This is an optimization exercise on Yosys and OpenROAD, whose aim is small area and a short achievable clock period, not a production implementation. Where RTL was checked, it was by simulation tests only, not by an equivalence proof against the original. Only the layout flow was run in runs 5 and 6; the RTL was not checked for function there. Power and IR drop assume default switching activity.

**design/flow/flow/run.sh**
```bash
#!/bin/bash
# Standard layout (the standard.sh: ORFS from synthesis to the final layout), with
# clock tree synthesis told not to add dummy balancing loads to the clock tree.
set -euo pipefail
cd "$(dirname "$0")/.."
bash standard.sh \
   CTS_ARGS="-sink_clustering_enable -repair_clock_nets -dont_use_dummy_load -sink_clustering_size 40 -sink_clustering_max_diameter 60" \
   BUFFER_PORTS_ARGS="-buffer_cell sky130_fd_sc_hd__buf_2" \
   finish > flow_make.log 2>&1
```
**design/flow/standard.sh**
```bash
#!/bin/bash
# synth_recipe.tcl (not shown) runs the flow's synth.tcl, then flattens the netlist and writes it again
# the make line also repeats each setting of config.mk as NAME=value (left out here)
make -C /OpenROAD-flow-scripts/flow DESIGN_CONFIG=/design/flow/config.mk WORK_HOME=/design/flow/orfs CLKGATE_MAP_FILE= SYNTH_SCRIPT=/design/flow/synth_recipe.tcl "${@:-finish}"
```
**design/flow/config.mk**
```make
export PLATFORM = sky130hd
export DESIGN_NAME = bpu_top
export DESIGN_NICKNAME = bpu_top
export VERILOG_FILES = /design/flow/design.v
export SDC_FILE = /design/flow/constraint.sdc
export NUM_CORES = 4
export LEC_CHECK = 0
export CAP_MARGIN = 20
export CORE_MARGIN = 2
export CORE_UTILIZATION = 40
export CTS_CLUSTER_DIAMETER = 60
export CTS_CLUSTER_SIZE = 40
export SETUP_SLACK_MARGIN = 1.5
export SLEW_MARGIN = 20
export SYNTH_HIERARCHICAL = 1
```
**design/flow/constraint.sdc**
```tcl
create_clock -name core_clock -period 7.0 [get_ports {clk_i}]
set_input_delay 1.4000 -clock core_clock [delete_from_list [all_inputs] [get_ports {clk_i}]]
set_output_delay 1.4000 -clock core_clock [all_outputs]
set_load 0.01 [all_outputs]
```
**design/flow/design.v**
```verilog
module bp_dec4 (
   input  logic [3:0]  a_i,
   output logic [15:0] y_o
);
   always_comb for (int i = 0; i < 16; i++) y_o[i] = (a_i == 4'(i));
endmodule
module bp_eq2 (
   input  logic [1:0] a_i,
   input  logic [1:0] b_i,
   output logic       y_o
);
   assign y_o = (a_i == b_i);
endmodule
module bp_nand3 (
   input  logic a_i, b_i, c_i,
   output logic y_o
);
   assign y_o = !(a_i && b_i && c_i);
endmodule
module bp_nand2 (
   input  logic a_i, b_i,
   output logic y_o
);
   assign y_o = !(a_i && b_i);
endmodule
module bp_nor3 (
   input  logic a_i, b_i, c_i,
   output logic y_o
);
   assign y_o = !(a_i || b_i || c_i);
endmodule
module bp_nor2 (
   input  logic a_i, b_i,
   output logic y_o
);
   assign y_o = !(a_i || b_i);
endmodule
module bp_nand4 (
   input  logic a_i, b_i, c_i, d_i,
   output logic y_o
);
   assign y_o = !(a_i && b_i && c_i && d_i);
endmodule
module bp_tag_hit_n (
   input  logic        en_i,
   input  logic [25:0] tag_i,
   input  logic [25:0] pc_tag_i,
   output logic        hit_n_o
);
   logic [12:0] eq2;         
   logic [4:0]  ne;          
   logic        eq_a, eq_b;
   for (genvar i = 0; i < 13; i++) begin : g_eq2
      bp_eq2 u_eq2 (.a_i(tag_i[2*i +: 2]), .b_i(pc_tag_i[2*i +: 2]), .y_o(eq2[i]));
   end
   bp_nand3 u_ne0 (.a_i(eq2[0]),  .b_i(eq2[1]),  .c_i(eq2[2]), .y_o(ne[0]));
   bp_nand3 u_ne1 (.a_i(eq2[3]),  .b_i(eq2[4]),  .c_i(eq2[5]), .y_o(ne[1]));
   bp_nand3 u_ne2 (.a_i(eq2[6]),  .b_i(eq2[7]),  .c_i(eq2[8]), .y_o(ne[2]));
   bp_nand2 u_ne3 (.a_i(eq2[9]),  .b_i(eq2[10]),               .y_o(ne[3]));
   bp_nand2 u_ne4 (.a_i(eq2[11]), .b_i(eq2[12]),               .y_o(ne[4]));
   bp_nor3  u_eqa (.a_i(ne[0]), .b_i(ne[1]), .c_i(ne[2]), .y_o(eq_a));
   bp_nor2  u_eqb (.a_i(ne[3]), .b_i(ne[4]),              .y_o(eq_b));
   bp_nand3 u_hit (.a_i(eq_a), .b_i(eq_b), .c_i(en_i), .y_o(hit_n_o));
endmodule
module bp_sel16_part (
   input  logic [15:0] d_i,
   input  logic [15:0] sel_i,
   output logic [3:0]  part_o
);
   always_comb for (int i = 0; i < 4; i++) part_o[i] = |(d_i[4*i +: 4] & sel_i[4*i +: 4]);
endmodule
module bp_mux16 (
   input  logic [15:0] d_i,
   input  logic [3:0]  sel_i,
   output logic        y_o
);
   assign y_o = d_i[sel_i];
endmodule
module bp_sel16 (
   input  logic [15:0] d_i,
   input  logic [15:0] sel_i,
   output logic        y_o
);
   assign y_o = |(d_i & sel_i);
endmodule
module bp_out4 (
   input  logic [3:0] hit_part_i,
   input  logic [3:0] bht_part_i,
   input  logic       row_valid_i,
   input  logic [3:0] target_n_i,
   input  logic [3:0] pc_plus4_n_i,
   output logic [3:0] y_o
);
   logic taken;
   assign taken = (|hit_part_i) && (|bht_part_i) && row_valid_i;
   for (genvar i = 0; i < 4; i++) begin : g_bit
      bp_mux2i u_mux (.s_i(taken), .a0_i(pc_plus4_n_i[i]), .a1_i(target_n_i[i]), .y_o(y_o[i]));
   end
endmodule
module bp_mux2i (
   input  logic s_i,
   input  logic a0_i,
   input  logic a1_i,
   output logic y_o
);
   assign y_o = !(s_i ? a1_i : a0_i);
endmodule
module branch_predictor (
   input  logic        clk_i,
   input  logic        rst_i,
   input  logic [31:0] curr_pc_i,
   output logic        pred_taken_o,
   output logic [31:0] pred_target_o,
   output logic        btb_hit_o,
   input  logic        res_valid_i,
   input  logic [31:0] res_pc_i,
   input  logic [31:0] res_target_i,
   input  logic        res_taken_i,
   input  logic        res_mispredict_i,
   output logic [31:0] mispred_cnt_o
);
   logic [15:0][15:0] bht_hi_q, bht_lo_q;    
   logic [15:0]       bht_row_valid_q;
   logic [15:0]       btb_valid_q;
   logic [15:0][25:0] btb_tag_q;
   logic [15:0][31:0] btb_target_q;
   logic [3:0]        ghr_q;
   logic [31:0]       cnt_q;
   logic [3:0]        lk_idx;
   logic [15:0]       lk_dec, lk_col_dec, entry_hit_n;
   logic [1:0][3:0]   hit_part, bht_part;   
   logic [15:0][15:0] bht_hi_t;              
   logic [15:0]       bht_row;               
   logic              row_valid;
   logic [31:0]       pc_plus4, btb_target_sel;
   assign lk_idx = curr_pc_i[5:2];
   bp_dec4 u_lk_dec  (.a_i(lk_idx),                  .y_o(lk_dec));
   bp_dec4 u_col_dec (.a_i(curr_pc_i[5:2] ^ ghr_q),  .y_o(lk_col_dec));
   for (genvar e = 0; e < 16; e++) begin : g_lk_btb
      bp_tag_hit_n u_hit (
         .en_i    (btb_valid_q[e] && lk_dec[e]),
         .tag_i   (btb_tag_q[e]),
         .pc_tag_i(curr_pc_i[31:6]),
         .hit_n_o (entry_hit_n[e])
      );
   end
   for (genvar h = 0; h < 2; h++) begin : g_hit_half
      for (genvar i = 0; i < 4; i++) begin : g_hit_part
         bp_nand4 u_part (
            .a_i(entry_hit_n[4*i]),   .b_i(entry_hit_n[4*i+1]),
            .c_i(entry_hit_n[4*i+2]), .d_i(entry_hit_n[4*i+3]),
            .y_o(hit_part[h][i])
         );
      end
   end
   assign btb_hit_o = |hit_part[0];
   for (genvar c = 0; c < 16; c++) begin : g_lk_col
      for (genvar r = 0; r < 16; r++) begin : g_t
         assign bht_hi_t[c][r] = bht_hi_q[r][c];
      end
      if (c < 8) begin : g_lo_first
         bp_mux16 u_row (.d_i(bht_hi_t[c]), .sel_i(curr_pc_i[9:6]), .y_o(bht_row[c]));
      end else begin : g_hi_first
         logic [15:0] d_swap;
         for (genvar r = 0; r < 16; r++) begin : g_s
            assign d_swap[{r[1:0], r[3:2]}] = bht_hi_t[c][r];
         end
         bp_mux16 u_row (.d_i(d_swap), .sel_i({curr_pc_i[7:6], curr_pc_i[9:8]}), .y_o(bht_row[c]));
      end
   end
   bp_mux16 u_row_valid (.d_i(bht_row_valid_q), .sel_i(curr_pc_i[9:6]), .y_o(row_valid));
   for (genvar h = 0; h < 2; h++) begin : g_col_half
      bp_sel16_part u_col (.d_i(bht_row), .sel_i(lk_col_dec), .part_o(bht_part[h]));
   end
   assign pc_plus4     = curr_pc_i + 32'd4;
   assign pred_taken_o = (|hit_part[0]) && (|bht_part[0]) && row_valid;
   for (genvar g = 0; g < 8; g++) begin : g_out
      bp_out4 u_out (
         .hit_part_i  (hit_part[g/4]),
         .bht_part_i  (bht_part[g/4]),
         .row_valid_i (row_valid),
         .target_n_i  (~btb_target_sel[4*g +: 4]),
         .pc_plus4_n_i(~pc_plus4[4*g +: 4]),
         .y_o         (pred_target_o[4*g +: 4])
      );
   end
   assign btb_target_sel = btb_target_q[lk_idx];
   assign mispred_cnt_o = cnt_q;
   logic [3:0]  up_row, up_col;
   logic        old_hi, old_lo, new_hi, new_lo;
   logic [15:0] col_hit, col_we, col_d_hi, col_d_lo;
   logic        up_row_valid;
   assign up_row = res_pc_i[9:6];
   assign up_col = res_pc_i[5:2] ^ ghr_q;
   assign old_hi = up_row_valid ? bht_hi_q[up_row][up_col] : 1'b0;
   assign old_lo = up_row_valid ? bht_lo_q[up_row][up_col] : 1'b1;
   assign new_hi = (old_hi & old_lo) | (res_taken_i & (old_hi | old_lo));
   assign new_lo = (old_hi & ~old_lo) | (res_taken_i & (old_hi | ~old_lo));
   assign up_row_valid = bht_row_valid_q[up_row];
   always_comb begin
      for (int c = 0; c < 16; c++) begin
         col_hit[c]  = (up_col == 4'(c));
         col_we[c]   = col_hit[c] || !up_row_valid;
         col_d_hi[c] = col_hit[c] & new_hi;
         col_d_lo[c] = ~col_hit[c] | new_lo;
      end
   end
   for (genvar r = 0; r < 16; r++) begin : g_bht_row
      logic row_we;
      assign row_we = res_valid_i && (up_row == 4'(r));
      always_ff @(posedge clk_i or posedge rst_i) begin
         if (rst_i) bht_row_valid_q[r] <= 1'b0;
         else if (row_we) bht_row_valid_q[r] <= 1'b1;
      end
      for (genvar c = 0; c < 16; c++) begin : g_bht_col
         always_ff @(posedge clk_i) begin
            if (row_we && col_we[c]) begin
               bht_hi_q[r][c] <= col_d_hi[c];
               bht_lo_q[r][c] <= col_d_lo[c];
            end
         end
      end
   end
   logic [3:0] up_btb;
   assign up_btb = res_pc_i[5:2];
   for (genvar e = 0; e < 16; e++) begin : g_btb
      logic we;
      assign we = res_valid_i && res_taken_i && (up_btb == 4'(e));
      always_ff @(posedge clk_i or posedge rst_i) begin
         if (rst_i) btb_valid_q[e] <= 1'b0;
         else if (we) btb_valid_q[e] <= 1'b1;
      end
      always_ff @(posedge clk_i) begin
         if (we) begin
            btb_tag_q[e]    <= res_pc_i[31:6];
            btb_target_q[e] <= res_target_i;
         end
      end
   end
   always_ff @(posedge clk_i or posedge rst_i) begin
      if (rst_i) begin
         ghr_q <= '0;
         cnt_q <= '0;
      end else if (res_valid_i) begin
         ghr_q <= {ghr_q[2:0], res_taken_i};
         if (res_mispredict_i) cnt_q <= cnt_q + 32'd1;
      end
   end
endmodule
module bpu_top (
   input  logic        clk_i,
   input  logic        rst_i,
   input  logic [31:0] curr_pc_i,
   output logic        pred_taken_o,
   output logic [31:0] pred_target_o,
   output logic        btb_hit_o,
   input  logic        res_valid_i,
   input  logic [31:0] res_pc_i,
   input  logic [31:0] res_target_i,
   input  logic        res_taken_i,
   input  logic        res_mispredict_i,
   output logic [31:0] mispred_cnt_o
);
   branch_predictor u_bp (.*);
endmodule
```
==> results of run 1 <==
==> final cells by class <==
class,instances,area [µm²],share of cell area
antenna,5,12.5,0.000170
clock buffer,109,2730,0.0372
inverter,17,63.8,0.000869
timing repair buffer,335,2710,0.0370
sequential,1508,44900,0.612
tap,2175,2720,0.0371
multi-input combinational,2359,20200,0.276
==> Yosys stat by module (local to each module, per instance), a selection <==
module	area (µm²)	times used	cells
bp_nand3	5.00	64	1
bp_sel16_part	75.1	2	12
bp_nand4	6.26	8	1
bp_dec4	277	2	20
bp_mux2i	10.0	32	1
bp_nand2	3.75	32	1
bp_mux16	135	17	7
==> repair_timing <==
item / CTS / global route
setup buffers: 9 / 22
hold buffers: 0 / 0
endpoints found under the setup margin: 34 / 33
gates cloned: 7 / 0
pin swaps: 14 / 38
resized for setup: 107 / 91
==> cells in the mapped netlist (27+ instances only) <==
master	number
o21ai_0	37
nand4_1	27
dfrtp_1	68
mux4_2	177
nor2_1	677
xnor2_1	31
clkbuf_1	94
nand3_1	99
mux4_1	75
xor2_1	453
nand2_1	209
edfxtp_1	1440
and2_1	35
mux2i_1	232
o221ai_1	66
==> how the worst max path moves through the flow <==
stage	endpoint	slack, ns	start	cells after the start
detailed placement	pred_target_o[31]	0.47	curr_pc_i[6]	10
global placement	pred_target_o[31]	0.48	curr_pc_i[6]	10
CTS	pred_target_o[31]	1.48	curr_pc_i[8]	12
floorplan	pred_target_o[0]	1.56	curr_pc_i[2]	11
global route	pred_target_o[23]	1.39	curr_pc_i[19]	14
finish	pred_target_o[31]	1.49	curr_pc_i[9]	12
==> cells by family (layout without fill, tap and decap cells) <==
logic type,count (synthesis),in the layout,synth area share
AO/OA/AOI/OAI,181,181,0.0208
multiplexers,488,488,0.127
other,0,5,0
flip-flops,1508,1508,0.688
XOR/XNOR,487,487,0.0660
adder cells (fa/ha/maj),3,3,0.000555
buffers and inverters,170,461,0.0134
AND/OR/NAND/NOR,1200,1200,0.0841
==> sequential cells by signal (all words and copies together) (netlist names) <==
name,cells
u_bp.btb_target_q,512
u_bp.btb_tag_q,416
u_bp.bht_hi_q,256
u_bp.bht_lo_q,256
u_bp.cnt_q,32
u_bp.bht_row_valid_q,16
u_bp.btb_valid_q,16
u_bp.ghr_q,4
==> stage by stage <==
step / power (mW) / setup slack [ns] / cells / instance area [µm²] / hold WS (ns)
2_1_floorplan: 11.7 / 1.56 / 4037 / 65400 / 0.431
3_3_place_gp: 12.7 / 0.479 / 6355 / 69400 / 0.443
3_5_place_dp: 12.7 / 0.474 / 6356 / 69400 / 0.445
4_1_cts: 18.3 / 1.48 / 6481 / 73000 / 0.463
5_1_grt: 18.8 / 1.39 / 6505 / 73400 / 0.479
6_report: 18.3 / 1.49 / 6508 / 73400 / 0.464
==> metal layers <==
metal / wire length [µm] / global-route usage / part of all wire
met1: 74700 / 0.291 / 0.41
met2: 87500 / 0.349 / 0.48
met3: 13700 / 0.0374 / 0.075
met4: 6330 / 0.0753 / 0.035
met5: 31 / 0 / 0.00017
==> placed cells by master, fill, tap and decap left out, drive strengths merged, types with 7 or more instances in the layout <==
cell type  synthesis  routed
a21oi              7       7
a22oi             22      22
and2              35      35
and3              15      15
and4               7       7
and4b              8       8
and4bb            12      12
buf               59     324
clkbuf            94     117
dfrtp             68      68
edfxtp          1440    1440
inv               17      17
mux2i            232     232
mux4             252     252
nand2            209     209
nand2b            21      21
nand3             99      99
nand4             27      27
nor2             677     677
nor3              33      33
nor4              20      20
nor4b              8       8
o21ai             37      37
o221ai            66      66
o22ai             12      12
o41ai             10      10
or2               16      16
xnor2             32      32
xor2             455     455
==> power by group through the flow <==
stage | logic (mW) | registers, mW | clock network [mW]
6_report | 2.51 | 10.2 | 5.61
5_1_grt | 2.63 | 10.2 | 6.03
4_1_cts | 2.45 | 10.2 | 5.73
3_5_place_dp | 2.35 | 10.4 | 0
3_3_place_gp | 2.33 | 10.3 | 0
2_1_floorplan | 1.32 | 10.3 | 0
==> run notes, run 1 <==
* Critical R2R Launch: u_bp.ghr_q[1]
* Fin util at 0.452
* Peak supply drop at 0.190 mV
* Hold WC Path Type: reg -> reg
* Total die area at between 150000 and 200000 µm²
* TritonRoute pass-1 iters at 8
* Clk sinks at 1508
* Post-Synthesis Net Count at 4140
* Setup TNS at 0 ns
* Post-synth ARST share at 0.0451
* CP top delay family: multiplexers
* Root buf cell: clkbuf_16
* Final Cycle Share at 0.787
* CTS tree: yes
* Run status: finished clean
* Crit-path slowest cell: nor4_4
* Reg2reg end: u_bp.bht_lo_q[183]
* Yosys top cell by area: edfxtp_1
* Worst r2r path cells at 11
* Req. time, crit path at 5.60 ns
* CP Launch Type: primary input
* Critical-path cell list: buf_12 > buf_6 > mux4_2 > mux2i_1 > mux2i_1 > a22oi_2 > nand2_4 > nor4_4 > nor2_4 > buf_12 > mux2i_4 > buf_2
* Post-Syn Area per Cell at ~16 µm²
* Fin crit period at 5.51 ns
* P_int at 13.7 mW
* # port buffers at 164
* Worst Tran Pin Value at 1.15 ns
* Initial core utilization at 0.402
* Reg-to-reg slack, setup at 2.02 ns
* H-tree depth at 3
* Initial antenna violation count at 13
* Warnings, synthesis at 9
* Setup Skew at ~0.12 ns
* Crit path buffers/inverters at 4
* Top_reg_cell synth: edfxtp_1
* Fillers at 14100
* Share of total power in the clock network at 0.307
* P&R area growth vs syn at 12.3%
* Total track usage at 0.214
* Unrepaired setup endpoints after global routing: true
* Synthesized flop and latch total at 1508
* Final hold vios at 0
* Die Span Y at 408 µm
* Final setup violation count at 0
* Slowest stage delay, CP at 0.44 ns
* Gpl congestion at 0.958
* Crit path kind: in -> out
* Longest Clk Path Bufs at 3
* Core region area at 163000 µm²
* Mapped cell area at between 60000 and 70000 µm²
* Dpl hpwl at about 110000 µm
* Worst hold start: u_bp.btb_valid_q[11]
* Crit path DAT at 4.11 ns
* Max-cap violations at 0
* Switch share at 0.253
* I/O pin cnt at 167
* Nets at about 4400
* Final wirelength at roughly 180000 µm
* Gr ovfl total at 0
* Sequential share of power at 0.556
* Share of layout cells above drive strength 1 at 0.190
* DRC viols at 0
* First-pass GRT wire length at 261000 µm
* Areal power density over the cells at approximately 250 nW/µm²
* Hold path depth at 1
* CP max FO at 34
* Total CTS buffers at approximately 110
* Clock-pin slew on the worst setup and hold paths at 0.07 ns
* Clock latency on the worst-skew pair at 0.74 ns
* FMAX at 0.182 GHz
* P_sw at 4.62 mW
* CP Capture Type: primary output
* Worst Hold End: u_bp.btb_valid_q[11]
* Slew HR at 0.231
* Gate Count Post-Synth at 4037
* Die Wd at 408 µm
* Vias at ~37000
* Initial DRC Count at 3966
* Antenna viol nets, final at 0
* Rows at 148
* Vias in the first global route at 35900
* Synth top area cells: edfxtp_1, mux4_2, xor2_1
* Drt wl/cell at ~28 µm
* Area fraction of the dominant cell type after synthesis at 0.662
* Post-synth EDFFs at 1440
* Logic pwr share at 0.137
* Largest net degree at the start of global routing at 69
* Count of cell types in the netlist at 63
* Leakage at 24.8 nW
* Final max-slew violation count at 0
* Sequential fraction of the synthesis area at 0.688
* Average vias per placed instance at 5.65
==> run 2, diff against run 1 <==
--- a/design/flow/config.mk
+++ b/design/flow/config.mk
@@ -10,6 +10,6 @@
 export CORE_UTILIZATION = 40
 export CTS_CLUSTER_DIAMETER = 60
 export CTS_CLUSTER_SIZE = 40
-export SETUP_SLACK_MARGIN = 1.5
+export SETUP_SLACK_MARGIN = 2.0
 export SLEW_MARGIN = 20
 export SYNTH_HIERARCHICAL = 1
==> run notes, run 2 <==
* Run status: finished clean
* Post-synth EDFFs at 1440
* Longest Clk Path Bufs at 3
* Sequential fraction of the synthesis area at 0.688
* Count of cell types in the netlist at 63
* Final wirelength at between 150000 and 200000 µm
* Clock-pin slew on the worst setup and hold paths at around 0.050 ns
* Core region area at 163000 µm²
* H-tree depth at 3
* Multiplexer share of the synthesized area at 0.127
* Non-Filler Instances at 6530
* Grt met2 use at 0.344
* Clk sinks at 1508
* Vias at 37000
* Gr ovfl total at 0
* Count leader, synth: edfxtp_1
* Setup TNS at 0 ns
* Setup Skew at 0.0845 ns
* Mapped cell area at around 65000 µm²
* Leakage at between 20 and 25 nW
* Stages on the worst setup path at 12
* Gpl congestion at 0.976
* Critical-path cell list: buf_16 > buf_16 > mux4_2 > mux2i_2 > mux2i_4 > a22oi_2 > nand2_4 > nor4_4 > nor2_2 > buf_12 > mux2i_4 > buf_2
* Total CTS buffers at 112
* # port buffers at 164
* Main combinational cell family by area after synthesis: multiplexers
* CP max FO at 6
* Crit path kind: in -> out
* Placed instance count at 6358
* Slew HR at 0.234
* Final hold vios at 0
* Placement Setup Slack at 0.531 ns
* Top_reg_cell synth: edfxtp_1
* Most common cell after layout, fill and taps aside: edfxtp_1
* Hold_ws at 0.457 ns
* Hold WC Path Type: reg -> reg
* Largest register by flop count: u_bp.btb_target_q
* Final Cycle Share at 0.782
* Top flop regs: u_bp.btb_target_q: 512 flops, u_bp.btb_tag_q: 416 flops
* Final Worst Setup Slack at 1.53 ns
* Most instantiated cells after synthesis: edfxtp_1, nor2_1, xor2_1
* Fin crit period at ~5.5 ns
* XOR/XNOR Fraction of Synth Area at 0.0660
* CP Launch Type: primary input
* Max-cap violations at 0
* Total die area at 167000 µm²
* Antenna viol nets, final at 0
* CP Capture Type: primary output
* Number of flip-flops under the largest register name at 512
* Crit-path slowest cell: mux4_2
* Final setup violation count at 0
* Worst r2r path cells at 13
* Initial antenna violation count at 15
* TritonRoute pass-1 iters at 7
* Root buf cell: clkbuf_16
* FMAX at between 0.15 and 0.2 GHz
* Unrepaired setup endpoints after global routing: true
* Warnings, synthesis at 9
* P&R area growth vs syn at 13.7%
* Adder-cell share of the synthesized area at 0.000555
* Final max-slew violation count at 0
* Average vias per placed instance at 5.67
* Hold path depth at 1
* DRC viols at 0
* Die Wd at 408 µm
* Crit path DAT at ~4 ns
* Global-route track usage on met3 at 0.0389
* Area fraction of the dominant cell type after synthesis at 0.662
* Clock latency on the worst-skew pair at 0.76 ns
* Total track usage at 0.214
* Vias in the first global route at around 36000
* Die Span Y at 408 µm
* CP top delay family: multiplexers
* CTS hold repair buffers at 0
* Initial DRC Count at 4455
* Slowest stage delay, CP at 0.54 ns
* Rows at 148
* Simple-gate share of the synthesized area at 0.0841
* I/O pin cnt at 167
* Nets at 4455
* Most frequent cells in the layout: edfxtp_1, nor2_1, xor2_1, mux4_2, nand2_1
* Synthesized flop and latch total at 1508
* Largest net degree at the start of global routing at 70
* Crit path buffers/inverters at 4
* Met1 usage at 0.297
* Yosys top cell by area: edfxtp_1
* CTS tree: yes
* Fin util at 0.457
* Initial core utilization at 0.402
* Gate Count Post-Synth at roughly 4000
* Compound-cell area share of the yosys netlist at 0.0208
* Worst Tran Pin Value at approximately 1.1 ns
* Post-synth ARST share at 0.0451
* GRT Max-Usage Layer: met2
* Peak supply drop at 0.202 mV
* Areal power density over the cells at 248 nW/µm²
* Share of layout cells above drive strength 1 at 0.210
* Req. time, crit path at approximately 5.6 ns
* Synth top area cells: edfxtp_1, mux4_2, xor2_1
* Post-Synthesis Net Count at about 4100
* Post-Syn Area per Cell at 16.2 µm²
* First-pass GRT wire length at 261000 µm
* Dpl hpwl at around 120000 µm
* Drt wl/cell at 28.0 µm
-- run 2: cell counts after synthesis --
Identical to the previous run, type by type.
-- run 2: worst paths after layout --
path | slack, ns | to | startpoint
setup / recovery | 1.53 | pred_target_o[15] | curr_pc_i[6]
hold / removal | 0.46 | u_bp.btb_valid_q[12] | u_bp.btb_valid_q[12]
setup reg to reg | 2.42 | u_bp.bht_hi_q[63] | u_bp.ghr_q[1]
hold reg to reg | 0.46 | u_bp.btb_valid_q[12] | u_bp.btb_valid_q[12]
max in group asynchronous | 5.36 | u_bp.btb_valid_q[2] | rst_i
min in group asynchronous | 0.92 | u_bp.cnt_q[27] | rst_i
-- run 2: cell type report --
type	instances	area (µm²)
fillers	14200	88300
flip-flops and latches	1508	44900
multi-input cells	2360	20700
repair buffers	353	3080
clock buffers	112	2800
well taps	2175	2720
inverters	17	63.8
diodes	5	12.5
-- run 2: what timing repair did --
item / CTS / global route
pin swaps: 45 / 17
gates resized for setup: 290 / 55
setup buffers: 31 / 8
gates cloned: 10 / 2
setup endpoints to repair: 354 / 182
-- run 2: logic make-up after synthesis --
family | count (synthesis)
AO/OA/AOI/OAI | 181
XOR/XNOR | 487
adder cells (fa/ha/maj) | 3
buffers and inverters | 170
flip-flops | 1508
multiplexers | 488
AND/OR/NAND/NOR | 1200
-- run 2: per-layer routing --
| layer | vias up | part of all wire |
|---|---|---|
| li1 | 15900 | - |
| met1 | 19200 | 0.41 |
| met2 | 1603 | 0.47 |
| met3 | 275 | 0.083 |
| met4 | 6 | 0.032 |
| met5 | - | 0.00021 |
-- run 2: modules after synthesis, one instance, submodules excluded, a selection --
module | area, µm² | flops+latches
bp_nand4 | 6.26 | 0
bp_mux2i | 10.0 | 0
bp_nand3 | 5.00 | 0
bp_eq2 | 21.3 | 0
bp_dec4 | 277 | 0
branch_predictor | 56700 | 1508
bp_nand2 | 3.75 | 0
bp_nor2 | 3.75 | 0
bp_out4 | 18.8 | 0
bp_nor3 | 10.0 | 0
bp_mux16 | 135 | 0
bp_sel16_part | 75.1 | 0
-- run 2: metrics by stage --
| step | cell area [µm²] | total power, mW |
|---|---|---|
| global placement | 69500 | 12.7 |
| finish | 74300 | 18.5 |
| CTS | 73800 | 18.5 |
| detailed placement | 69500 | 12.7 |
| floorplan | 65400 | 11.7 |
| global route | 74300 | 19.0 |
-- run 2: where the power goes --
group	switching, mW	total (mW)	internal, mW
combinational	1.68	2.62	0.935
sequential	0.0838	10.2	10.1
clock	2.88	5.68	2.80
==> run 3, diff against run 2 <==
==> design/flow/flow/run.sh (replaced) <==
#!/bin/bash
# Standard layout (the standard.sh: ORFS from synthesis to the final layout, with the
# standard synthesis), changed in two places:
#  - every input and output port still gets its own buffer, but a buf_2 rather than the delay
#    buffer the port buffering would pick; timing repair sizes up the ones on critical paths.
# make's full output goes to flow_make.log; ORFS keeps each step's log under orfs/logs/.
set -euo pipefail
cd "$(dirname "$0")/.."
bash standard.sh \
   CTS_ARGS="-sink_clustering_enable -repair_clock_nets -dont_use_dummy_load -sink_clustering_size 40 -sink_clustering_max_diameter 60" \
   BUFFER_PORTS_ARGS="-buffer_cell sky130_fd_sc_hd__buf_2" \
   finish > flow_make.log 2>&1
==> run notes, run 3 <==
* Run status: finished clean
* Longest Clk Path Bufs at 3
* Setup Skew at 0.0845 ns
* Final max-slew violation count at 0
* Clock latency on the worst-skew pair at between 0.7 and 0.8 ns
* Slew HR at 0.234
* CP Capture Type: primary output
* Rows at 148
* Initial core utilization at 0.402
* Gpl congestion at 0.976
* Req. time, crit path at 5.60 ns
* Leakage at 25.0 nW
* Share of layout cells above drive strength 1 at 0.210
* Synthesized flop and latch total at between 1500 and 2000
* Max-cap violations at 0
* Post-synth EDFFs at around 1400
* TritonRoute pass-1 iters at 7
* Final hold vios at 0
* Count leader, synth: edfxtp_1
* Number of flip-flops under the largest register name at 512
* Most frequent cells in the layout: edfxtp_1, nor2_1, xor2_1, mux4_2, nand2_1
* Final Worst Setup Slack at between 1.5 and 2 ns
* CP max FO at 6
* Antenna viol nets, final at 0
* Final setup violation count at 0
* Clock-pin slew on the worst setup and hold paths at 0.05 ns
* Placement Setup Slack at about 0.53 ns
* # port buffers at 164
* Sequential fraction of the synthesis area at 0.688
* Initial DRC Count at 4455
* Reg area at 44900 µm²
* Top flop regs: u_bp.btb_target_q: 512 flops, u_bp.btb_tag_q: 416 flops
* Final instance area at approximately 74000 µm²
* Hold WC Path Type: reg -> reg
* Nets at 4455
* H-tree depth at 3
* Worst Tran Pin Value at 1.15 ns
* Power, Total at 18.5 mW
* Mapped cell area at 65300 µm²
* Peak supply drop at 0.202 mV
* Post-Synthesis Net Count at between 4000 and 5000
* Count of cell types in the netlist at 63
* Most instantiated cells after synthesis: edfxtp_1, nor2_1, xor2_1
* Fin crit period at 5.47 ns
* Vias in the first global route at roughly 36000
* Initial antenna violation count at 15
* P&R area growth vs syn at 13.7%
* FMAX at 0.183 GHz
* Total die area at 167000 µm²
* Most common cell after layout, fill and taps aside: edfxtp_1
* Gr ovfl total at 0
* Warnings, synthesis at 9
* Largest register by flop count: u_bp.btb_target_q
* Gate Count Post-Synth at approximately 4000
* Synth top area cells: edfxtp_1, mux4_2, xor2_1
* Dpl hpwl at 115000 µm
* Unrepaired setup endpoints after global routing: true
* Largest net degree at the start of global routing at 70
* Hold_ws at 0.457 ns
* First-pass GRT wire length at 261000 µm
* Yosys top cell by area: edfxtp_1
* Final wirelength at roughly 180000 µm
* Vias at 37000
* Areal power density over the cells at 248 nW/µm²
* Core region area at 163000 µm²
* Area fraction of the dominant cell type after synthesis at 0.662
* I/O pin cnt at 167
* Post-synth ARST share at 0.0451
* Crit path DAT at roughly 4 ns
* Total CTS buffers at between 100 and 150
* DRC viols at 0
* Top_reg_cell synth: edfxtp_1
* Final Cycle Share at 0.782
* CTS tree: yes
* Average vias per placed instance at 5.67
* Setup TNS at 0 ns
* Root buf cell: clkbuf_16
* Multi-input gate area at 20700 µm²
* Area after DPL at around 69000 µm²
* Clk sinks at 1508
* Post-Syn Area per Cell at 16.2 µm²
* CP Launch Type: primary input
* Die Span Y at 408 µm
* Drt wl/cell at 28.0 µm
* Fillers at between 10000 and 15000
* Total track usage at 0.214
* Die Wd at 408 µm
* Crit path kind: in -> out
run 3: cell counts in the layout (fill, tap and decap cells not counted):
Identical to the previous run, type by type.
run 3: kinds of logic (layout without fill, tap and decap cells):
group	Yosys count	in the layout	share of synthesized area
xor+xnor	487	487	0.0660
compound gates	181	181	0.0208
mux	488	488	0.127
simple gates	1200	1201	0.0841
flops	1508	1508	0.688
fa+ha+maj	3	3	0.000555
other cells	0	5	0
buf+inv	170	482	0.0134
run 3: Yosys stat by module, one instance, submodules excluded, excerpt:
module	times used	cell area [µm²]	cells inside
bp_nor2	16	3.75	1
branch_predictor	1	56700	3038
bp_dec4	2	277	20
bp_mux2i	32	10.0	1
bp_out4	8	18.8	3
bp_nand4	8	6.26	1
bp_eq2	208	21.3	3
bp_nand2	32	3.75	1
bp_sel16_part	2	75.1	12
bp_nand3	64	5.00	1
bp_mux16	17	135	7
bp_nor3	16	10.0	1
run 3: path summary, 6_finish.rpt:
path / start / end / slack (ns) / cells after the start
max reg2reg: u_bp.ghr_q[1] / u_bp.bht_hi_q[63] / 2.42 / 13
max: curr_pc_i[6] / pred_target_o[15] / 1.53 / 12
max in group asynchronous: rst_i / u_bp.btb_valid_q[2] / 5.36 / 3
min reg2reg: u_bp.btb_valid_q[12] / u_bp.btb_valid_q[12] / 0.46 / 1
min: u_bp.btb_valid_q[12] / u_bp.btb_valid_q[12] / 0.46 / 1
min in group asynchronous: rst_i / u_bp.cnt_q[27] / 0.92 / 3
run 3: critical path, cell delays in order:
cell     delay, ns
buf_16        0.13
buf_16        0.16
mux4_2        0.54
mux2i_2       0.22
mux2i_4       0.15
a22oi_2       0.24
nand2_4       0.12
nor4_4        0.38
nor2_2        0.09
buf_12        0.16
mux2i_4       0.27
buf_2         0.19
run 3: final cells by class:
type	count	share of cell area
flip-flops and latches	1508	0.605
multi-input cells	2360	0.278
diodes	5	0.000168
well taps	2175	0.0366
inverters	17	0.000859
clock buffers	112	0.0377
repair buffers	353	0.0415
run 3: per-layer routing:
metal | vias up | share of wire | GRT usage
met1 | 19200 | 0.41 | 0.297
li1 | 15900 | - | -
met5 | - | 0.00021 | 0
met3 | 275 | 0.083 | 0.0389
met2 | 1603 | 0.47 | 0.344
met4 | 6 | 0.032 | 0.0676
run 3: where the power goes:
group          switching (mW)  leakage, nW  internal [mW]
Clock                    2.88         1.38           2.80
Sequential             0.0838         13.7           10.1
Combinational            1.68         9.94          0.935
Total                    4.65         25.0           13.8
run 3: repair_timing:
| action | 4_1_cts | 5_1_grt |
|---|---|---|
| hold endpoints to repair | 0 | 0 |
| setup endpoints to repair | 354 | 182 |
| resized for setup | 290 | 55 |
| hold buffers | 0 | 0 |
| pin swaps | 45 | 17 |
| gates cloned | 10 | 2 |
| setup buffers | 31 | 8 |
run 3: stage by stage:
step           utilization  instances
2_1_floorplan            -       4037
3_3_place_gp         0.427       6357
3_5_place_dp         0.427       6358
4_1_cts              0.454       6511
5_1_grt              0.457       6526
6_report             0.457       6530
==> run 4, diff against run 3 <==
--- a/design/flow/design.v
+++ b/design/flow/design.v
@@ -62,12 +62,12 @@
    bp_nor2  u_eqb (.a_i(ne[3]), .b_i(ne[4]),              .y_o(eq_b));
    bp_nand3 u_hit (.a_i(eq_a), .b_i(eq_b), .c_i(en_i), .y_o(hit_n_o));
 endmodule
-module bp_sel16_part (
+module bp_sel16_half (
    input  logic [15:0] d_i,
    input  logic [15:0] sel_i,
-   output logic [3:0]  part_o
-);
-   always_comb for (int i = 0; i < 4; i++) part_o[i] = |(d_i[4*i +: 4] & sel_i[4*i +: 4]);
+   output logic [1:0]  part_o
+);
+   always_comb for (int i = 0; i < 2; i++) part_o[i] = |(d_i[8*i +: 8] & sel_i[8*i +: 8]);
 endmodule
 module bp_mux16 (
    input  logic [15:0] d_i,
@@ -76,16 +76,9 @@
 );
    assign y_o = d_i[sel_i];
 endmodule
-module bp_sel16 (
-   input  logic [15:0] d_i,
-   input  logic [15:0] sel_i,
-   output logic        y_o
-);
-   assign y_o = |(d_i & sel_i);
-endmodule
 module bp_out4 (
    input  logic [3:0] hit_part_i,
-   input  logic [3:0] bht_part_i,
+   input  logic [1:0] bht_part_i,
    input  logic       row_valid_i,
    input  logic [3:0] target_n_i,
    input  logic [3:0] pc_plus4_n_i,
@@ -128,7 +121,8 @@
    logic [31:0]       cnt_q;
    logic [3:0]        lk_idx;
    logic [15:0]       lk_dec, lk_col_dec, entry_hit_n;
-   logic [1:0][3:0]   hit_part, bht_part;   
+   logic [1:0][3:0]   hit_part;             
+   logic [1:0][1:0]   bht_part;             
    logic [15:0][15:0] bht_hi_t;              
    logic [15:0]       bht_row;               
    logic              row_valid;
@@ -170,7 +164,7 @@
    end
    bp_mux16 u_row_valid (.d_i(bht_row_valid_q), .sel_i(curr_pc_i[9:6]), .y_o(row_valid));
    for (genvar h = 0; h < 2; h++) begin : g_col_half
-      bp_sel16_part u_col (.d_i(bht_row), .sel_i(lk_col_dec), .part_o(bht_part[h]));
+      bp_sel16_half u_col (.d_i(bht_row), .sel_i(lk_col_dec), .part_o(bht_part[h]));
    end
    assign pc_plus4     = curr_pc_i + 32'd4;
    assign pred_taken_o = (|hit_part[0]) && (|bht_part[0]) && row_valid;
==> run notes, run 4 <==
* Final Worst Setup Slack at 1.56 ns
* Initial core utilization at 0.402
* Mapped cell area at 65500 µm²
* Count of cell types in the netlist at 72
* Worst hold start: u_bp.btb_valid_q[10]
* Average vias per placed instance at 5.68
* Count leader, synth: edfxtp_1
* Most common cell after layout, fill and taps aside: edfxtp_1
* DRC viols at 0
* Final max-slew violation count at 0
* Post-Syn Area per Cell at roughly 16 µm²
* Slowest stage delay, CP at about 0.60 ns
* Post-synth EDFFs at 1440
* CTS hold repair buffers at 0
* Final instance area at 74300 µm²
* TritonRoute pass-1 iters at 6
* P_sw at 4.65 mW
* Share of layout cells above drive strength 1 at 0.203
* CP Launch Type: primary input
* CP dominant cell by count: mux2i_4
* I/O pin cnt at 167
* Total die area at 167000 µm²
* Crit-path slowest cell: mux4_1
* Placement Setup Slack at 0.717 ns
* # port buffers at 164
* Post-synth ARST share at 0.0451
* Rows at 148
* Gpl congestion at ~0.95
* Clock-pin slew on the worst setup and hold paths at 0.06 ns
* Fin crit period at 5.44 ns
* Crit path DAT at 4.04 ns
* Initial DRC Count at 3978
* Largest register by flop count: u_bp.btb_target_q
* H-tree depth at 3
* Most instantiated cells after synthesis: edfxtp_1, nor2_1, xor2_1
* Synth top area cells: edfxtp_1, xor2_1, mux4_2
* Critical R2R Launch: u_bp.ghr_q[0]
* CP Capture Type: primary output
* Gr ovfl total at 0
* Final wirelength at 181000 µm
* Top flop regs: u_bp.btb_target_q: 512 flops, u_bp.btb_tag_q: 416 flops
* Largest net degree at the start of global routing at 69
* Switch share at 0.253
* Areal power density over the cells at around 250 nW/µm²
* Synthesized flop and latch total at 1508
* Crit path kind: in -> out
* First-pass GRT wire length at 257000 µm
* Longest Clk Path Bufs at 3
* Post-Synthesis Net Count at 4126
* Peak supply drop at 0.215 mV
* Fillers at 14000
* Slew HR at 0.195
* Setup Skew at 0.0825 ns
* Drt wl/cell at 27.8 µm
* P&R area growth vs syn at 13.3%
* Critical-path cell list: buf_16 > mux4_1 > mux2i_2 > mux2i_4 > a22oi_1 > nand4_1 > buf_4 > o21ai_4 > nor2_4 > buf_12 > mux2i_4 > buf_2
* P_int at 13.7 mW
* Sequential fraction of the synthesis area at 0.686
* Setup TNS at 0 ns
* Area fraction of the dominant cell type after synthesis at 0.660
* Top_reg_cell synth: edfxtp_1
* Run status: finished clean
* CP top delay family: multiplexers
* Sequential share of power at 0.553
* Max-cap violations at 0
* Unrepaired setup endpoints after global routing: true
* Root buf cell: clkbuf_16
* Clock latency on the worst-skew pair at between 0.7 and 0.8 ns
* Nets at 4425
* Die Wd at 409 µm
* Req. time, crit path at about 5.6 ns
* Hold WC Path Type: reg -> reg
* Final hold vios at 0
* Vias at 36900
* Total track usage at 0.210
* Most frequent cells in the layout: edfxtp_1, nor2_1, xor2_1, mux4_2
* Worst Tran Pin Value at 1.20 ns
* Leakage at around 25 nW
* Total CTS buffers at 109
* Share of total power in the clock network at 0.304
* Logic pwr share at 0.143
* Final Cycle Share at 0.777
* FMAX at 0.184 GHz
* CP max FO at 19
* Die Span Y at 409 µm
* Area after DPL at approximately 70000 µm²
* Final setup violation count at 0
* Clk sinks at 1508
* Hold_ws at ~0.46 ns
* CTS tree: yes
* Number of flip-flops under the largest register name at 512
* Core region area at 163000 µm²
* Crit path buffers/inverters at 4
* Dpl hpwl at 112000 µm
* Yosys top cell by area: edfxtp_1
* Initial antenna violation count at 16
* Critical Path Start: curr_pc_i[8]
* Gate Count Post-Synth at just over 4000
* Antenna viol nets, final at 0
* Warnings, synthesis at 9
* Vias in the first global route at about 36000
[run 4: changes by cell type after synthesis, sizes merged, moves of 7 or more]
| cell | delta |
|---|---|
| nand2 | -32 |
| nand3 | +18 |
| and2 | -16 |
| nor4 | +14 |
| buf | +10 |
| inv | -10 |
| mux2 | +9 |
| o21ai | +8 |
| clkbuf | -7 |
[run 4: per-layer routing]
layer	routed length [µm]	share of wire	GRT usage
met1	74500	0.41	0.287
met3	13100	0.073	0.0358
met5	65	0.00036	0
met2	87600	0.48	0.344
met4	5510	0.030	0.0628
[run 4: logic make-up (layout without fill, tap and decap cells)]
logic type,after synthesis,count (layout),share of synthesized area
and+or+nand+nor,1174,1176,0.0833
AOI/OAI and AO/OA,198,198,0.0238
adders and majority gates,2,2,0.000382
other,0,5,0
DFF,1508,1508,0.686
muxes,491,491,0.128
buffers and inverters,163,458,0.0127
xor gates and xnor gates,487,487,0.0656
[run 4: timing repair]
action / CTS / global route
pin swaps: 23 / 23
gates resized for setup: 184 / 71
setup endpoints to repair: 289 / 286
cloned: 6 / 5
endpoints found under the hold margin: 0 / 0
buffers inserted: 24 / 23
[run 4: per-module statistics from Yosys, one instance, submodules excluded, a selection]
module    cell area, µm²  flip-flops and latches  cells  times used
bp_nand3            5.00                       0      1          64
bp_mux2i            10.0                       0      1          32
bp_eq2              21.3                       0      3         208
bp_nand4            6.26                       0      1           8
bp_dec4              277                       0     20           2
bp_out4             21.3                       0      3           8
bp_nor3             10.0                       0      1          16
[run 4: through the flow]
step	cells	utilization	power [mW]
floorplan	4023	-	11.7
global placement	6325	0.429	12.7
detailed placement	6326	0.429	12.7
CTS	6465	0.452	18.4
global route	6497	0.456	18.9
finish	6500	0.456	18.4
[run 4: area by class of cell]
| class | instances | area [µm²] | share of cell area |
|---|---|---|---|
| sequential | 1508 | 44900 | 0.605 |
| multi-input combinational | 2354 | 20800 | 0.280 |
| timing repair buffer | 342 | 3020 | 0.0406 |
| clock buffer | 109 | 2730 | 0.0367 |
| tap | 2175 | 2720 | 0.0367 |
| inverter | 7 | 26.3 | 0.000354 |
| antenna | 5 | 12.5 | 0.000169 |
[run 4: worst paths after layout]
| check | endpoint | depth (start not counted) | slack (ns) |
|---|---|---|---|
| max in group asynchronous | u_bp.ghr_q[3] | 3 | 5.37 |
| setup / recovery | pred_target_o[10] | 12 | 1.56 |
| hold reg to reg | u_bp.btb_valid_q[10] | 1 | 0.46 |
| min in group asynchronous | u_bp.cnt_q[31] | 3 | 0.95 |
| hold / removal | u_bp.btb_valid_q[10] | 1 | 0.46 |
| setup reg to reg | u_bp.bht_lo_q[230] | 11 | 2.35 |
[run 4: power by group through the flow]
stage | clock network, mW | logic [mW] | registers, mW
after floorplan | 0 | 1.36 | 10.3
after global placement | 0 | 2.37 | 10.3
after detailed placement | 0 | 2.38 | 10.3
after CTS | 5.72 | 2.53 | 10.1
after global routing | 6.00 | 2.75 | 10.2
final | 5.58 | 2.63 | 10.1
==> run 5, diff against run 4 <==
--- a/design/flow/design.v
+++ b/design/flow/design.v
@@ -74,7 +74,19 @@
    input  logic [3:0]  sel_i,
    output logic        y_o
 );
-   assign y_o = d_i[sel_i];
+   logic [7:0] l1;
+   logic [3:0] l2;
+   logic [1:0] l3;
+   for (genvar i = 0; i < 8; i++) begin : g_l1
+      bp_mux2i u_m (.s_i(sel_i[0]), .a0_i(d_i[2*i]), .a1_i(d_i[2*i+1]), .y_o(l1[i]));
+   end
+   for (genvar i = 0; i < 4; i++) begin : g_l2
+      bp_mux2i u_m (.s_i(sel_i[1]), .a0_i(l1[2*i]), .a1_i(l1[2*i+1]), .y_o(l2[i]));
+   end
+   for (genvar i = 0; i < 2; i++) begin : g_l3
+      bp_mux2i u_m (.s_i(sel_i[2]), .a0_i(l2[2*i]), .a1_i(l2[2*i+1]), .y_o(l3[i]));
+   end
+   bp_mux2i u_l4 (.s_i(sel_i[3]), .a0_i(l3[0]), .a1_i(l3[1]), .y_o(y_o));
 endmodule
 module bp_out4 (
    input  logic [3:0] hit_part_i,
==> run notes, run 5 <==
* Gate Count Post-Synth at 4159
* Most common cell after layout, fill and taps aside: edfxtp_1
* Average vias per placed instance at 5.67
* Gr ovfl total at 0
* Longest Clk Path Bufs at 3
* Die Wd at 409 µm
* Non-Filler Instances at between 6000 and 7000
* Sequential fraction of the synthesis area at 0.683
* Clock-pin slew on the worst setup and hold paths at 0.05 ns
* Power, Total at 18.6 mW
* Gpl congestion at 0.908
* Setup TNS at 0 ns
* Fin crit period at 5.43 ns
* Post-synth ARST share at 0.0451
* Critical Path Start: curr_pc_i[7]
* Final max-slew violation count at 0
* Yosys top cell by area: edfxtp_1
* Max-cap violations at 0
* Total CTS buffers at 114
* Peak supply drop at ~0.23 mV
* Core region area at 163000 µm²
* Final setup violation count at 0
* Final wirelength at 186000 µm
* Post-Syn Area per Cell at about 16 µm²
* CP Capture Type: primary output
* Setup Skew at around 0.11 ns
* CP top delay family: simple AND/OR/NAND/NOR gates
* Post-synth EDFFs at 1440
* Clk sinks at 1508
* DRC viols at 0
* Top_reg_cell synth: edfxtp_1
* Area after DPL at 70100 µm²
* Synth top area cells: edfxtp_1, mux2i_1, xor2_1
* Unrepaired setup endpoints after global routing: true
* Slew HR at 0.213
* CTS tree: yes
* Worst r2r path cells at 11
* H-tree depth at 3
* Final hold vios at 0
* Top flop regs: u_bp.btb_target_q: 512 flops, u_bp.btb_tag_q: 416 flops
* Areal power density over the cells at 248 nW/µm²
* Final instance area at 74900 µm²
* Initial DRC Count at 4291
* Post-Synthesis Net Count at 4262
* Initial core utilization at 0.404
* Mapped cell area at between 60000 and 70000 µm²
* Stages on the worst setup path at 15
* Total track usage at 0.217
* Antenna viol nets, final at 0
* FMAX at 0.184 GHz
* Synthesized flop and latch total at ~1500
* TritonRoute pass-1 iters at 6
* First-pass GRT wire length at 265000 µm
* P&R area growth vs syn at 13.9%
* Leakage at 26.0 nW
* Global-route track usage on met3 at 0.0326
* Warnings, synthesis at 9
* Vias in the first global route at 36800
* Largest net degree at the start of global routing at 69
* CP Launch Type: primary input
* GRT Max-Usage Layer: met2
* Number of flip-flops under the largest register name at slightly above 500
* Crit path DAT at 4.03 ns
* Dpl hpwl at 114000 µm
* I/O pin cnt at 167
* Count leader, synth: edfxtp_1
* Rows at 148
* Die Span Y at 409 µm
* Crit-path slowest cell: nor3_2
* # port buffers at ~160
* Share of layout cells above drive strength 1 at 0.195
* Grt met2 use at 0.355
* Crit path kind: in -> out
* Critical R2R Launch: u_bp.ghr_q[0]
* Initial antenna violation count at 14
* Root buf cell: clkbuf_16
* Most frequent cells in the layout: edfxtp_1, nor2_1, xor2_1, mux2i_1, nand2_1
* Crit path buffers/inverters at 6
* Clock latency on the worst-skew pair at 0.79 ns
* Count of cell types in the netlist at 72
* Req. time, crit path at approximately 5.6 ns
* Total die area at between 150000 and 200000 µm²
* Worst Tran Pin Value at 1.18 ns
* Final Cycle Share at 0.775
* Run status: finished clean
* Critical-path cell list: buf_16 > buf_16 > buf_4 > xor2_1 > nor2_1 > nand3_1 > nor3_2 > nand3_1 > nand4_1 > buf_4 > nor4_4 > nor2_4 > buf_6 > mux2i_4 > buf_2
* Slowest stage delay, CP at 0.30 ns
* Largest register by flop count: u_bp.btb_target_q
* Area fraction of the dominant cell type after synthesis at 0.657
* Hold WC Path Type: reg -> reg
* Placed instance count at 6481
* Vias at 37800
* Worst hold start: u_bp.btb_valid_q[9]
* Nets at 4591
* Met1 usage at 0.301
* Most instantiated cells after synthesis: edfxtp_1, nor2_1, xor2_1
* Drt wl/cell at 27.9 µm
* Hold path depth at 1
* CP max FO at 11
-- run 5: metal layers --
metal	part of all wire	wire (µm)	vias to the layer above
met4	0.029	5470	6
met3	0.074	13700	268
met5	0.00019	36	-
met1	0.42	77700	19600
met2	0.48	88900	1537
li1	-	-	16400
-- run 5: what timing repair did --
item	4_1_cts	5_1_grt
endpoints found under the setup margin	36	165
pin swaps	50	16
gates cloned	15	2
hold buffers	0	0
gates resized for setup	168	50
setup buffers	36	13
-- run 5: path summary, 6_finish.rpt --
kind                                       endpoint  slack, ns
max in group asynchronous             u_bp.ghr_q[0]       5.41
min in group asynchronous  u_bp.bht_row_valid_q[15]       0.95
min                             u_bp.btb_valid_q[9]       0.46
min reg2reg                     u_bp.btb_valid_q[9]       0.46
max reg2reg                      u_bp.bht_lo_q[217]       2.40
max                               pred_target_o[14]       1.57
-- run 5: power breakdown --
group / switching [mW] / total (mW) / internal, mW
clock network: 2.92 / 5.76 / 2.85
logic: 1.73 / 2.64 / 0.918
registers: 0.0822 / 10.2 / 10.1
total: 4.72 / 18.6 / 13.8
-- run 5: through the flow --
step / hold WS (ns) / setup WS [ns] / util
floorplan: 0.431 / 1.88 / -
global placement: 0.443 / 0.818 / 0.430
detailed placement: 0.445 / 0.773 / 0.430
CTS: 0.458 / 1.61 / 0.457
global route: 0.467 / 1.49 / 0.460
finish: 0.457 / 1.57 / 0.460
-- run 5: layout make-up --
type,instances,area (µm²)
clock buffers,114,2850
multi-input cells,2489,21000
fillers,14200,88000
diodes,5,12.5
inverters,7,26.3
flip-flops and latches,1508,44900
well taps,2175,2720
repair buffers,368,3340
-- run 5: logic make-up (layout without fill, tap and decap cells) --
kind of cell    after synthesis  in the layout  share of synthesized area
compound gates              198            198                     0.0237
xor+xnor                    487            487                     0.0654
fa+ha+maj                     2              2                   0.000380
buf+inv                     163            489                     0.0126
flops                      1508           1508                      0.683
mux                         627            627                      0.132
other cells                   0              5                          0
simple gates               1174           1175                     0.0830
-- run 5: worst reg2reg max path, delay by kind of cell (launching register included) --
family | cells | cell delay, ns
simple gates | 4 | 1.18
mux | 2 | 0.96
buf+inv | 2 | 0.78
flops | 1 | 0.69
compound gates | 2 | 0.45
xor+xnor | 1 | 0.25
-- run 5: per-module statistics from Yosys, one instance, submodules excluded, a selection --
module / times used / cell area, µm² / cells
bp_sel16_half: 2 / 72.6 / 10
bp_nand3: 64 / 5.00 / 1
bp_dec4: 2 / 277 / 20
bp_nand2: 32 / 3.75 / 1
bp_eq2: 208 / 21.3 / 3
bp_mux2i: 287 / 10.0 / 1
bp_nor3: 16 / 10.0 / 1
branch_predictor: 1 / 56900 / 3028
bp_out4: 8 / 21.3 / 3
bp_nor2: 16 / 3.75 / 1
bp_nand4: 8 / 6.26 / 1
==> run 6, diff against run 5 <==
--- a/design/flow/design.v
+++ b/design/flow/design.v
@@ -62,42 +62,49 @@
    bp_nor2  u_eqb (.a_i(ne[3]), .b_i(ne[4]),              .y_o(eq_b));
    bp_nand3 u_hit (.a_i(eq_a), .b_i(eq_b), .c_i(en_i), .y_o(hit_n_o));
 endmodule
-module bp_sel16_half (
+module bp_sel16_part (
    input  logic [15:0] d_i,
    input  logic [15:0] sel_i,
-   output logic [1:0]  part_o
-);
-   always_comb for (int i = 0; i < 2; i++) part_o[i] = |(d_i[8*i +: 8] & sel_i[8*i +: 8]);
+   output logic [3:0]  part_o
+);
+   always_comb for (int i = 0; i < 4; i++) part_o[i] = |(d_i[4*i +: 4] & sel_i[4*i +: 4]);
+endmodule
+module bp_bht_quad (
+   input  logic [3:0][15:0] hi_i,       
+   input  logic [3:0]       row_en_i,
+   input  logic [15:0]      col_en_i,
+   output logic             y_o
+);
+   always_comb begin
+      y_o = 1'b0;
+      for (int r = 0; r < 4; r++)
+         for (int c = 0; c < 16; c++)
+            y_o = y_o | (row_en_i[r] & col_en_i[c] & hi_i[r][c]);
+   end
 endmodule
 module bp_mux16 (
    input  logic [15:0] d_i,
    input  logic [3:0]  sel_i,
    output logic        y_o
 );
-   logic [7:0] l1;
-   logic [3:0] l2;
-   logic [1:0] l3;
-   for (genvar i = 0; i < 8; i++) begin : g_l1
-      bp_mux2i u_m (.s_i(sel_i[0]), .a0_i(d_i[2*i]), .a1_i(d_i[2*i+1]), .y_o(l1[i]));
-   end
-   for (genvar i = 0; i < 4; i++) begin : g_l2
-      bp_mux2i u_m (.s_i(sel_i[1]), .a0_i(l1[2*i]), .a1_i(l1[2*i+1]), .y_o(l2[i]));
-   end
-   for (genvar i = 0; i < 2; i++) begin : g_l3
-      bp_mux2i u_m (.s_i(sel_i[2]), .a0_i(l2[2*i]), .a1_i(l2[2*i+1]), .y_o(l3[i]));
-   end
-   bp_mux2i u_l4 (.s_i(sel_i[3]), .a0_i(l3[0]), .a1_i(l3[1]), .y_o(y_o));
+   assign y_o = d_i[sel_i];
+endmodule
+module bp_sel16 (
+   input  logic [15:0] d_i,
+   input  logic [15:0] sel_i,
+   output logic        y_o
+);
+   assign y_o = |(d_i & sel_i);
 endmodule
 module bp_out4 (
    input  logic [3:0] hit_part_i,
-   input  logic [1:0] bht_part_i,
-   input  logic       row_valid_i,
+   input  logic [3:0] bht_part_i,
    input  logic [3:0] target_n_i,
    input  logic [3:0] pc_plus4_n_i,
    output logic [3:0] y_o
 );
    logic taken;
-   assign taken = (|hit_part_i) && (|bht_part_i) && row_valid_i;
+   assign taken = (|hit_part_i) && (|bht_part_i);
    for (genvar i = 0; i < 4; i++) begin : g_bit
       bp_mux2i u_mux (.s_i(taken), .a0_i(pc_plus4_n_i[i]), .a1_i(target_n_i[i]), .y_o(y_o[i]));
    end
@@ -134,10 +141,8 @@
    logic [3:0]        lk_idx;
    logic [15:0]       lk_dec, lk_col_dec, entry_hit_n;
    logic [1:0][3:0]   hit_part;             
-   logic [1:0][1:0]   bht_part;             
-   logic [15:0][15:0] bht_hi_t;              
-   logic [15:0]       bht_row;               
-   logic              row_valid;
+   logic [3:0]        bht_part;
+   logic [15:0]       lk_row_dec, lk_row_en;
    logic [31:0]       pc_plus4, btb_target_sel;
    assign lk_idx = curr_pc_i[5:2];
    bp_dec4 u_lk_dec  (.a_i(lk_idx),                  .y_o(lk_dec));
@@ -160,31 +165,22 @@
       end
    end
    assign btb_hit_o = |hit_part[0];
-   for (genvar c = 0; c < 16; c++) begin : g_lk_col
-      for (genvar r = 0; r < 16; r++) begin : g_t
-         assign bht_hi_t[c][r] = bht_hi_q[r][c];
-      end
-      if (c < 8) begin : g_lo_first
-         bp_mux16 u_row (.d_i(bht_hi_t[c]), .sel_i(curr_pc_i[9:6]), .y_o(bht_row[c]));
-      end else begin : g_hi_first
-         logic [15:0] d_swap;
-         for (genvar r = 0; r < 16; r++) begin : g_s
-            assign d_swap[{r[1:0], r[3:2]}] = bht_hi_t[c][r];
-         end
-         bp_mux16 u_row (.d_i(d_swap), .sel_i({curr_pc_i[7:6], curr_pc_i[9:8]}), .y_o(bht_row[c]));
-      end
-   end
-   bp_mux16 u_row_valid (.d_i(bht_row_valid_q), .sel_i(curr_pc_i[9:6]), .y_o(row_valid));
-   for (genvar h = 0; h < 2; h++) begin : g_col_half
-      bp_sel16_half u_col (.d_i(bht_row), .sel_i(lk_col_dec), .part_o(bht_part[h]));
+   bp_dec4 u_row_dec (.a_i(curr_pc_i[9:6]), .y_o(lk_row_dec));
+   assign lk_row_en = lk_row_dec & bht_row_valid_q;
+   for (genvar q = 0; q < 4; q++) begin : g_bht_quad
+      bp_bht_quad u_quad (
+         .hi_i    (bht_hi_q[4*q +: 4]),
+         .row_en_i(lk_row_en[4*q +: 4]),
+         .col_en_i(lk_col_dec),
+         .y_o     (bht_part[q])
+      );
    end
    assign pc_plus4     = curr_pc_i + 32'd4;
-   assign pred_taken_o = (|hit_part[0]) && (|bht_part[0]) && row_valid;
+   assign pred_taken_o = (|hit_part[0]) && (|bht_part);
    for (genvar g = 0; g < 8; g++) begin : g_out
       bp_out4 u_out (
          .hit_part_i  (hit_part[g/4]),
-         .bht_part_i  (bht_part[g/4]),
-         .row_valid_i (row_valid),
+         .bht_part_i  (bht_part),
          .target_n_i  (~btb_target_sel[4*g +: 4]),
          .pc_plus4_n_i(~pc_plus4[4*g +: 4]),
          .y_o         (pred_target_o[4*g +: 4])
==> design/flow/flow/run.sh (replaced) <==
#!/bin/bash
# Standard layout (the standard.sh: ORFS from synthesis to the final layout), with
# clock tree synthesis told not to add dummy balancing loads to the clock tree.
set -euo pipefail
cd "$(dirname "$0")/.."
bash standard.sh \
   CTS_ARGS="-sink_clustering_enable -repair_clock_nets -dont_use_dummy_load -sink_clustering_size 40 -sink_clustering_max_diameter 60" \
   finish > flow_make.log 2>&1
--- a/design/flow/config.mk
+++ b/design/flow/config.mk
@@ -10,6 +10,6 @@
 export CORE_UTILIZATION = 40
 export CTS_CLUSTER_DIAMETER = 60
 export CTS_CLUSTER_SIZE = 40
-export SETUP_SLACK_MARGIN = 2.0
+export SETUP_SLACK_MARGIN = 1.5
 export SLEW_MARGIN = 20
 export SYNTH_HIERARCHICAL = 1
==> run notes, run 6 <==
* Run status: finished clean
* Peak supply drop at 0.195 mV
* Gate Count Post-Synth at 4083
* Post-Synthesis Net Count at 4186
* Share of layout cells above drive strength 1 at 0.188
* Top flop regs: u_bp.btb_target_q: 512 flops, u_bp.btb_tag_q: 416 flops
* Reg-to-reg slack, setup at 2.15 ns
* Dpl hpwl at between 100000 and 150000 µm
* Largest register by flop count: u_bp.btb_target_q
* Met1 usage at 0.319
* Clock-pin slew on the worst setup and hold paths at 0.05 ns
* Number of flip-flops under the largest register name at 512
* Synthesized flop and latch total at 1508
* Sequential fraction of the synthesis area at 0.696
* Average vias per placed instance at 5.76
* Rows at approximately 150
* Setup Skew at around 0.11 ns
* Clk sinks at 1508
* Final Worst Setup Slack at ~0.58 ns
* Hold WC Path Type: reg -> reg
* Nets at 4631
* Clock latency on the worst-skew pair at 0.76 ns
* Worst Tran Pin Value at 1.10 ns
* CP Capture Type: primary output
* Synth top area cells: edfxtp_1, mux4_2, xor2_1
* Warnings, synthesis at 9
* Setup TNS at 0 ns
* Longest Clk Path Bufs at 3
* CTS hold repair buffers at 0
* Post-synth ARST share at 0.0451
* Mapped cell area at 64600 µm²
* Adder-cell share of the synthesized area at 0.000736
* Req. time, crit path at around 5.6 ns
* Fillers at ~14000
* DRC viols at 0
* Final Cycle Share at 0.917
* First-pass GRT wire length at 275000 µm
* Grt met2 use at 0.372
* Crit path DAT at 5.02 ns
* Leakage at 25.3 nW
* Count leader, synth: edfxtp_1
* Yosys top cell by area: edfxtp_1
* Placement Setup Slack at -0.257 ns
* Crit path kind: in -> out
* Initial DRC Count at between 4000 and 5000
* Final wirelength at slightly below 200000 µm
* Vias in the first global route at 37600
* Antenna viol nets, final at 0
* Power, Total at about 19 mW
* Most instantiated cells after synthesis: edfxtp_1, nor2_1, xor2_1
* Placed instance count at 6488
* TritonRoute pass-1 iters at 5
* Fin util at 0.467
* Top_reg_cell synth: edfxtp_1
* Areal power density over the cells at 250 nW/µm²
* Multiplexer share of the synthesized area at 0.0938
* Die Wd at 406 µm
* Area fraction of the dominant cell type after synthesis at 0.669
* Fin crit period at 6.42 ns
* Main combinational cell family by area after synthesis: multiplexers
* Final setup violation count at 0
* FMAX at 0.156 GHz
* Initial core utilization at 0.403
* Die Span Y at 406 µm
* GRT Max-Usage Layer: met2
* Final max-slew violation count at 0
* XOR/XNOR Fraction of Synth Area at 0.0664
* H-tree depth at 3
* Gr ovfl total at 0
* Largest net degree at the start of global routing at about 100
* Count of cell types in the netlist at 64
* Max-cap violations at 0
* Slew HR at 0.265
* Global-route track usage on met3 at 0.0433
* CP max FO at 7
* Total CTS buffers at 111
* Final hold vios at 0
* Simple-gate share of the synthesized area at 0.0911
* Total track usage at 0.233
* CTS tree: yes
* Total die area at 165000 µm²
* # port buffers at 164
* Initial antenna violation count at 12
* Core region area at 160000 µm²
* P&R area growth vs syn at 16.0%
* Vias at 38500
* Post-Syn Area per Cell at between 15 and 20 µm²
* Most frequent cells in the layout: edfxtp_1, nor2_1, xor2_1, buf_4, nand2_1
* CP Launch Type: primary input
* Post-synth EDFFs at 1440
* Root buf cell: clkbuf_16
* Compound-cell area share of the yosys netlist at 0.0388
* Non-Filler Instances at 6693
* Most common cell after layout, fill and taps aside: edfxtp_1
* Unrepaired setup endpoints after global routing: true
* Gpl congestion at 0.945
* Drt wl/cell at 28.9 µm
* I/O pin cnt at between 150 and 200
[run 6: cell count changes after synthesis, moves of 9 or more]
| cell | change |
|---|---|
| mux2i_1 | -254 |
| a22o_1 | +36 |
| nand2_1 | +27 |
| a221oi_1 | +24 |
| a22oi_1 | +24 |
| a221oi_2 | +20 |
| and2_1 | +18 |
| mux4_2 | +15 |
| nor2_1 | +12 |
| mux4_1 | -11 |
| clkbuf_1 | +10 |
| mux2_2 | -9 |
| nor3_2 | +9 |
| o41ai_1 | +9 |
[run 6: through the flow]
step | hold WS (ns) | cell area, µm²
2_1_floorplan | 0.431 | 64800
3_3_place_gp | 0.442 | 70700
3_5_place_dp | 0.445 | 70700
4_1_cts | 0.457 | 74200
5_1_grt | 0.471 | 74900
6_report | 0.457 | 75000
[run 6: per-module statistics from Yosys, one instance, submodules excluded, excerpt]
module	copies in the design	flops+latches	cells inside	cell area, µm²
branch_predictor	1	1508	3039	56700
bp_bht_quad	4	0	42	358
bp_dec4	3	0	20	277
bp_eq2	208	0	3	21.3
bp_out4	8	0	3	16.3
bp_nor3	16	0	1	10.0
bp_nand4	8	0	1	6.26
bp_nand3	64	0	1	5.00
bp_nor2	16	0	1	3.75
bp_nand2	32	0	1	3.75
[run 6: cell families (layout without fill, tap and decap cells)]
group,Yosys count,count (layout)
other,0,7
AND/OR/NAND/NOR,1241,1241
adder cells (fa/ha/maj),4,4
multiplexers,368,368
AO/OA/AOI/OAI,302,302
buffers and inverters,173,615
XOR/XNOR,487,488
flip-flops,1508,1508
[run 6: report_power, final]
group	internal, mW	leakage, nW	switching [mW]
combinational	1.09	10.1	1.84
sequential	10.1	13.8	0.0875
clock	2.77	1.37	2.90
total	13.9	25.3	4.83
[run 6: path summary, 6_finish.rpt]
path | startpoint | end | cells past startpoint
max | curr_pc_i[2] | pred_target_o[25] | 17
min reg2reg | u_bp.btb_valid_q[10] | u_bp.btb_valid_q[10] | 1
max in group asynchronous | rst_i | u_bp.ghr_q[3] | 3
min | u_bp.btb_valid_q[10] | u_bp.btb_valid_q[10] | 1
max reg2reg | u_bp.ghr_q[0] | u_bp.bht_hi_q[208] | 12
min in group asynchronous | rst_i | u_bp.cnt_q[30] | 2
[run 6: final cells by class]
class	count	area (µm²)	share of cell area
sequential	1508	44900	0.600
antenna	7	17.5	0.000234
inverter	14	53.8	0.000718
timing repair buffer	490	4930	0.0657
clock buffer	111	2780	0.0371
multi-input combinational	2403	19500	0.261
tap	2160	2700	0.0361
[run 6: critical path, stage by stage]
cell and delay, ns:
buf_8 0.15, xor2_4 0.38, and4b_2 0.36, buf_4 0.16, a22o_1 0.19, a221oi_2 0.18
nand4_1 0.31, a22oi_1 0.27, buf_4 0.15, nand3_4 0.11, buf_12 0.18, buf_8 0.12
buf_6 0.12, nor4_4 0.36, nor2_4 0.13, mux2i_1 0.23, buf_2 0.17
[run 6: layer usage]
| layer | routed length (µm) | vias up |
|---|---|---|
| li1 | - | 16400 |
| met1 | 79900 | 20000 |
| met2 | 91000 | 1781 |
| met3 | 15300 | 374 |
| met4 | 7390 | 6 |
| met5 | 47 | - |
[run 6: timing repair]
action,4_1_cts,5_1_grt
endpoints found under the setup margin,195,175
resized for setup,236,78
buffers inserted,43,40
pin swaps,31,27
cloned,1,0

[port drivers added, routing unchanged]
How much do the figures lean on ideal ports? The routed layouts below were timed once more, with nothing changed but the port constraints.
Step 1 assumes that a clkbuf_16 drives the clock port and a buf_2 every other input.
Step 2, shift: input delay + t, output delay - t, t = (earliest + latest rising clock arrival at the registers) / 2. This alone moves slack from input paths to output paths.
a / b / c = ideal / step 1 / step 2; a / b = the first two.
run	shift t [ns]	slack for setup (ns)	slew at the worst register clock pin (ns)	cell pins on the clock port's net
run 1	0.769	1.492 / 1.235 / 0.886	0.10 / 0.10	1
run 2	0.791	1.527 / 1.208 / 1.208	0.09 / 0.09	1
run 3	0.791	1.527 / 1.208 / 1.208	0.09 / 0.09	1
run 4	0.798	1.559 / 1.276 / 1.155	0.10 / 0.10	1
run 5	0.822	1.573 / 1.403 / 1.278	0.10 / 0.10	1
run 6	0.791	0.582 / 0.446 / 0.446	0.10 / 0.10	1
After both steps every run listed still meets setup and hold. For run 1, which loses most, drivers alone change the setup slack by -0.257 ns; drivers and shift together by -0.606 ns.
